Source: an optimization exercise on an open RTL-to-GDS flow (aim: small area, a short achievable clock period and few clock cycles per item). Production flows keep margins and buffers that such runs may drop. In this exercise RTL edits were held to simulation tests only and were not proved equivalent to the original. Treat power and IR drop as tool artefacts here; the default activity estimate runs too high for this design.

==> build 41 <==
Design dehaze_top, start of the top module:
module dehaze_top (
    input  logic         clk,
    input  logic         rst,
    input  logic         in_valid,
    output logic         in_ready,
    input  logic [215:0] window,
    input  logic [23:0]  atm,
    input  logic [47:0]  atm_inv,
    output logic         out_valid,
    input  logic         out_ready,
    output logic [23:0]  out_pixel
);
==> module mean9, before the edit <==
module mean9 (
    input  logic [11:0] ps,
    input  logic [11:0] pc,
    output logic [7:0]  mean
);
    logic [11:0] sum;
    logic [17:0] scaled;
    assign sum    = ps + pc;
    assign scaled = {sum, 6'd0} - {3'd0, sum, 3'd0} + {6'd0, sum};
    assign mean   = scaled[16:9];
endmodule
==> module dehaze_top, before the edit <==
module dehaze_top (
    input  logic         clk,
    input  logic         rst,
    input  logic         in_valid,
    output logic         in_ready,
    input  logic [215:0] window,
    input  logic [23:0]  atm,
    input  logic [47:0]  atm_inv,
    output logic         out_valid,
    input  logic         out_ready,
    output logic [23:0]  out_pixel
);
    logic take;
    logic [71:0] chan_r, chan_g, chan_b;
    logic [11:0] ps_r, pc_r, ps_g, pc_g, ps_b, pc_b;
    for (genvar k = 0; k < 9; k++) begin : g_chan
        assign chan_r[8*k +: 8] = window[24*k + 16 +: 8];
        assign chan_g[8*k +: 8] = window[24*k + 8 +: 8];
        assign chan_b[8*k +: 8] = window[24*k +: 8];
    end
    sum9_cs u_sr (.x(chan_r), .ps(ps_r), .pc(pc_r));
    sum9_cs u_sg (.x(chan_g), .ps(ps_g), .pc(pc_g));
    sum9_cs u_sb (.x(chan_b), .ps(ps_b), .pc(pc_b));
    logic [47:0] sinv_c;
    for (genvar c = 0; c < 3; c++) begin : g_sinv
        assign sinv_c[16*c +: 16] = atm_inv[16*c +: 16] - {4'd0, atm_inv[16*c+4 +: 12]};
    end
    logic        v1;
    logic [11:0] s1_ps_r, s1_pc_r, s1_ps_g, s1_pc_g, s1_ps_b, s1_pc_b;
    logic [47:0] s1_sinv;
    logic [23:0] s1_ctr;
    logic [23:0] s1_atm;
    logic [7:0]  mean_r, mean_g, mean_b;
    logic [7:0]  m_sel;
    logic [15:0] i_sel;
    mean9 u_mr (.ps(s1_ps_r), .pc(s1_pc_r), .mean(mean_r));
    mean9 u_mg (.ps(s1_ps_g), .pc(s1_pc_g), .mean(mean_g));
    mean9 u_mb (.ps(s1_ps_b), .pc(s1_pc_b), .mean(mean_b));
    dark_select u_sel (
        .m_r(mean_r), .m_g(mean_g), .m_b(mean_b),
        .i_r(s1_sinv[15:0]), .i_g(s1_sinv[31:16]), .i_b(s1_sinv[47:32]),
        .m_sel(m_sel), .i_sel(i_sel)
    );
    logic        v2;
    logic [7:0]  s2_m;
    logic [15:0] s2_i;
    logic [23:0] s2_ctr;
    logic [23:0] s2_atm;
    logic [1:0]  tk;
    logic [15:0] tn;
    trans_calc u_tc (.m(s2_m), .s(s2_i), .tn(tn), .k(tk));
    logic        v3;
    logic [15:0] s3_tn;
    logic [1:0]  s3_k;
    logic [23:0] s3_ctr;
    logic [23:0] s3_atm;
    logic [12:0] qh;
    logic [23:0] cdist;
    logic [2:0]  below;
    logic [11:0] rseed;
    recip_seed  u_rs (.tn(s3_tn), .qh(qh));
    recip_shift u_sh (.qh(qh), .k(s3_k), .rs(rseed));
    for (genvar c = 0; c < 3; c++) begin : g_dist
        assign below[c]       = s3_ctr[8*c +: 8] < s3_atm[8*c +: 8];
        assign cdist[8*c +: 8] = below[c] ? s3_atm[8*c +: 8] - s3_ctr[8*c +: 8]
                                          : s3_ctr[8*c +: 8] - s3_atm[8*c +: 8];
    end
    logic        v4;
    logic [15:0] s4_tn;
    logic [11:0] s4_rs;
    logic [23:0] s4_d;
    logic [2:0]  s4_below;
    logic [23:0] s4_atm;
    logic        over;
    logic [11:0] rs_less;
    logic [11:0] recip;
    recip_fix   u_rf (.rs(s4_rs), .tn(s4_tn), .over(over));
    assign rs_less = s4_rs - 12'd1;
    assign recip   = over ? rs_less : s4_rs;
    logic        v5;
    logic [11:0] s5_r;
    logic [23:0] s5_d;
    logic [2:0]  s5_below;
    logic [23:0] s5_atm;
    logic [23:0] mag;
    for (genvar c = 0; c < 3; c++) begin : g_mag
        recover_mag u_mg (.d(s5_d[8*c +: 8]), .r(s5_r), .mag(mag[8*c +: 8]));
    end
    logic        v6;
    logic [23:0] s6_mag;
    logic [2:0]  s6_below;
    logic [23:0] s6_atm;
    logic [23:0] rec_pix;
    for (genvar c = 0; c < 3; c++) begin : g_rec
        recover_ch u_rc (
            .a(s6_atm[8*c +: 8]), .mag(s6_mag[8*c +: 8]), .below(s6_below[c]),
            .y(rec_pix[8*c +: 8])
        );
    end
    record_fifo #(.W(24), .DEPTH(8)) u_out (
        .clk       (clk),
        .rst       (rst),
        .take      (take),
        .can_take  (in_ready),
        .in_valid  (v6),
        .in_data   (rec_pix),
        .out_valid (out_valid),
        .out_ready (out_ready),
        .out_data  (out_pixel)
    );
    assign take = in_valid && in_ready;
    always_ff @(posedge clk) begin
        if (rst) begin
            v1 <= 1'b0;
            v2 <= 1'b0;
            v3 <= 1'b0;
            v4 <= 1'b0;
            v5 <= 1'b0;
            v6 <= 1'b0;
        end else begin
            v1 <= take;
            v2 <= v1;
            v3 <= v2;
            v4 <= v3;
            v5 <= v4;
            v6 <= v5;
        end
    end
    always_ff @(posedge clk) begin
        begin
            s1_ps_r  <= ps_r;
            s1_pc_r  <= pc_r;
            s1_ps_g  <= ps_g;
            s1_pc_g  <= pc_g;
            s1_ps_b  <= ps_b;
            s1_pc_b  <= pc_b;
            s1_sinv  <= sinv_c;
            s1_ctr   <= window[24*4 +: 24];
            s1_atm   <= atm;
            s2_m     <= m_sel;
            s2_i     <= i_sel;
            s2_ctr   <= s1_ctr;
            s2_atm   <= s1_atm;
            s3_tn    <= tn;
            s3_k     <= tk;
            s3_ctr   <= s2_ctr;
            s3_atm   <= s2_atm;
            s4_tn    <= s3_tn;
            s4_rs    <= rseed;
            s4_d     <= cdist;
            s4_below <= below;
            s4_atm   <= s3_atm;
            s5_r     <= recip;
            s5_d     <= s4_d;
            s5_below <= s4_below;
            s5_atm   <= s4_atm;
            s6_mag   <= mag;
            s6_below <= s5_below;
            s6_atm   <= s5_atm;
        end
    end
endmodule
Settings: LEC_CHECK=0, ABC_AREA=1, CAP_MARGIN=20, CORE_MARGIN=2, CORE_UTILIZATION=55, SETUP_SLACK_MARGIN=4.5, SLEW_MARGIN=20; clock period 10.0 ns.
run.sh (not shown) runs the stock make flow with config.mk's settings and CLKGATE_MAP_FILE= SYNTH_SCRIPT=/design/flow/synth_recipe.tcl, a recipe that flattens the netlist after the stock synthesis.
==> inputs of trial 3, as changes to build 41 <==
--- a/flow/design.v
+++ b/flow/design.v
@@ -43,9 +43,6 @@
 module mean9 (
-    input  logic [11:0] ps,
-    input  logic [11:0] pc,
+    input  logic [11:0] sum,
     output logic [7:0]  mean
 );
-    logic [11:0] sum;
     logic [17:0] scaled;
-    assign sum    = ps + pc;
     assign scaled = {sum, 6'd0} - {3'd0, sum, 3'd0} + {6'd0, sum};
@@ -354,2 +351,3 @@
     logic [11:0] ps_r, pc_r, ps_g, pc_g, ps_b, pc_b;
+    logic [11:0] sum_r, sum_g, sum_b;
     for (genvar k = 0; k < 9; k++) begin : g_chan
@@ -366,4 +364,7 @@
     end
+    assign sum_r = ps_r + pc_r;
+    assign sum_g = ps_g + pc_g;
+    assign sum_b = ps_b + pc_b;
     logic        v1;
-    logic [11:0] s1_ps_r, s1_pc_r, s1_ps_g, s1_pc_g, s1_ps_b, s1_pc_b;
+    logic [11:0] s1_sum_r, s1_sum_g, s1_sum_b;
     logic [47:0] s1_sinv;
@@ -374,5 +375,5 @@
     logic [15:0] i_sel;
-    mean9 u_mr (.ps(s1_ps_r), .pc(s1_pc_r), .mean(mean_r));
-    mean9 u_mg (.ps(s1_ps_g), .pc(s1_pc_g), .mean(mean_g));
-    mean9 u_mb (.ps(s1_ps_b), .pc(s1_pc_b), .mean(mean_b));
+    mean9 u_mr (.sum(s1_sum_r), .mean(mean_r));
+    mean9 u_mg (.sum(s1_sum_g), .mean(mean_g));
+    mean9 u_mb (.sum(s1_sum_b), .mean(mean_b));
     dark_select u_sel (
@@ -469,8 +470,5 @@
         begin
-            s1_ps_r  <= ps_r;
-            s1_pc_r  <= pc_r;
-            s1_ps_g  <= ps_g;
-            s1_pc_g  <= pc_g;
-            s1_ps_b  <= ps_b;
-            s1_pc_b  <= pc_b;
+            s1_sum_r <= sum_r;
+            s1_sum_g <= sum_g;
+            s1_sum_b <= sum_b;
             s1_sinv  <= sinv_c;
Settings changed: CORE_UTILIZATION 55 to 48.
==> inputs of build 9, as changes to build 41 <==
--- a/flow/design.v
+++ b/flow/design.v
@@ -43,9 +43,6 @@
 module mean9 (
-    input  logic [11:0] ps,
-    input  logic [11:0] pc,
+    input  logic [11:0] sum,
     output logic [7:0]  mean
 );
-    logic [11:0] sum;
     logic [17:0] scaled;
-    assign sum    = ps + pc;
     assign scaled = {sum, 6'd0} - {3'd0, sum, 3'd0} + {6'd0, sum};
@@ -354,2 +351,3 @@
     logic [11:0] ps_r, pc_r, ps_g, pc_g, ps_b, pc_b;
+    logic [11:0] sum_r, sum_g, sum_b;
     for (genvar k = 0; k < 9; k++) begin : g_chan
@@ -366,4 +364,7 @@
     end
+    assign sum_r = ps_r + pc_r;
+    assign sum_g = ps_g + pc_g;
+    assign sum_b = ps_b + pc_b;
     logic        v1;
-    logic [11:0] s1_ps_r, s1_pc_r, s1_ps_g, s1_pc_g, s1_ps_b, s1_pc_b;
+    logic [11:0] s1_sum_r, s1_sum_g, s1_sum_b;
     logic [47:0] s1_sinv;
@@ -374,5 +375,5 @@
     logic [15:0] i_sel;
-    mean9 u_mr (.ps(s1_ps_r), .pc(s1_pc_r), .mean(mean_r));
-    mean9 u_mg (.ps(s1_ps_g), .pc(s1_pc_g), .mean(mean_g));
-    mean9 u_mb (.ps(s1_ps_b), .pc(s1_pc_b), .mean(mean_b));
+    mean9 u_mr (.sum(s1_sum_r), .mean(mean_r));
+    mean9 u_mg (.sum(s1_sum_g), .mean(mean_g));
+    mean9 u_mb (.sum(s1_sum_b), .mean(mean_b));
     dark_select u_sel (
@@ -469,8 +470,5 @@
         begin
-            s1_ps_r  <= ps_r;
-            s1_pc_r  <= pc_r;
-            s1_ps_g  <= ps_g;
-            s1_pc_g  <= pc_g;
-            s1_ps_b  <= ps_b;
-            s1_pc_b  <= pc_b;
+            s1_sum_r <= sum_r;
+            s1_sum_g <= sum_g;
+            s1_sum_b <= sum_b;
             s1_sinv  <= sinv_c;
Settings changed: SETUP_SLACK_MARGIN 4.5 to 4.3.
==> summary of the runs <==
- Trial 3 produced a clean layout. Build 41 completed with no timing, DRC or antenna violations. Build 9 passed the timing, design-rule and antenna checks.
- Against trial 3, the power of build 41 is higher by 32%.
- First-iteration DRC count: trial 3 < build 9 < build 41.
- Of trial 3 and build 41, build 41 has the higher routed wire length (gap 1.3%, measured against build 41).
- The lowest core utilization belongs to trial 3, the highest to build 41.
- Final cell count: trial 3 > build 41 > build 9.
- Cell area: build 41 > trial 3 > build 9.
- The lowest maximum frequency belongs to build 9, the highest to trial 3.
==> figures <==
Power density over the cells: trial 3 993 nW/µm²; build 9 907 nW/µm²; build 41 1290 nW/µm²
Num Clock Sinks: trial 3 704; build 9 704; build 41 725
Final non-filler cell total: trial 3 7662; build 9 7377; build 41 7537
Seq cells post-synth: trial 3 704; build 9 704; build 41 725
Proportion of cell area occupied by multi-input gates: trial 3 50.7%; build 9 51.0%; build 41 51.2%
Most common library cell in the layout ignoring fill and taps: trial 3 sky130_fd_sc_hd__nand2_1; build 9 sky130_fd_sc_hd__inv_1; build 41 sky130_fd_sc_hd__nand2_1
Status: trial 3 finished clean; build 9 finished clean; build 41 finished clean
Count of plain and timing-repair buffers in the layout: trial 3 507; build 9 433; build 41 516
Router iterations before antenna repair: trial 3 6; build 9 6; build 41 9
Number of buffer and inverter instances along the worst setup path: trial 3 7; build 9 8; build 41 6
Minimum setup slack among reg-to-reg paths: trial 3 4500 ps; build 9 4430 ps; build 41 4450 ps
Average size of a mapped cell: trial 3 8.79 µm²; build 9 8.79 µm²; build 41 8.88 µm²
Total power draw: trial 3 60.6 mW; build 9 53.8 mW; build 41 79.7 mW
Total of cells resized after clock tree synthesis: trial 3 123; build 9 66; build 41 146
Sequential cell power: trial 3 4.36 mW; build 9 4.40 mW; build 41 4.64 mW
Testbench counts of build 41, summed over its fixed seeds: cycles 2,456, items 2,400.
Testbench counts of trial 3, summed over its fixed seeds: cycles 2,456, items 2,400.
Testbench counts of build 9, summed over its fixed seeds: cycles 2,456, items 2,400.

-- separate check: timing with driven ports --
Ports are ideal in the flow. The routed layouts listed here were re-timed in OpenROAD. Step 1: set_driving_cell puts a clkbuf_16 on clk and a buf_2 on each other input, an assumption about the parent block. Step 2, shift: input delay + t, output delay - t, t = (earliest + latest rising clock arrival at the registers) / 2. This alone moves slack from input paths to output paths. a / b / c = ideal / step 1 / step 2; a / b = the first two.
| run | shift t [ns] | setup slack, ns | worst hold slack (ns) | cell pins on the clock port's net |
|---|---|---|---|---|
| build 41 | 0.721 | 4.452 / 4.452 / 4.452 | 0.304 / 0.304 / 0.304 | 1 |
| trial 3 | 0.708 | 4.501 / 4.501 / 3.926 | 0.317 / 0.317 / 0.317 | 1 |
| build 9 | 0.709 | 4.431 / 4.431 / 3.796 | 0.321 / 0.321 / 0.321 | 1 |
After both steps setup and hold are still met in every run listed. For build 9, which loses most, drivers alone change the setup slack by 0.000 ns; drivers and shift together by -0.635 ns.
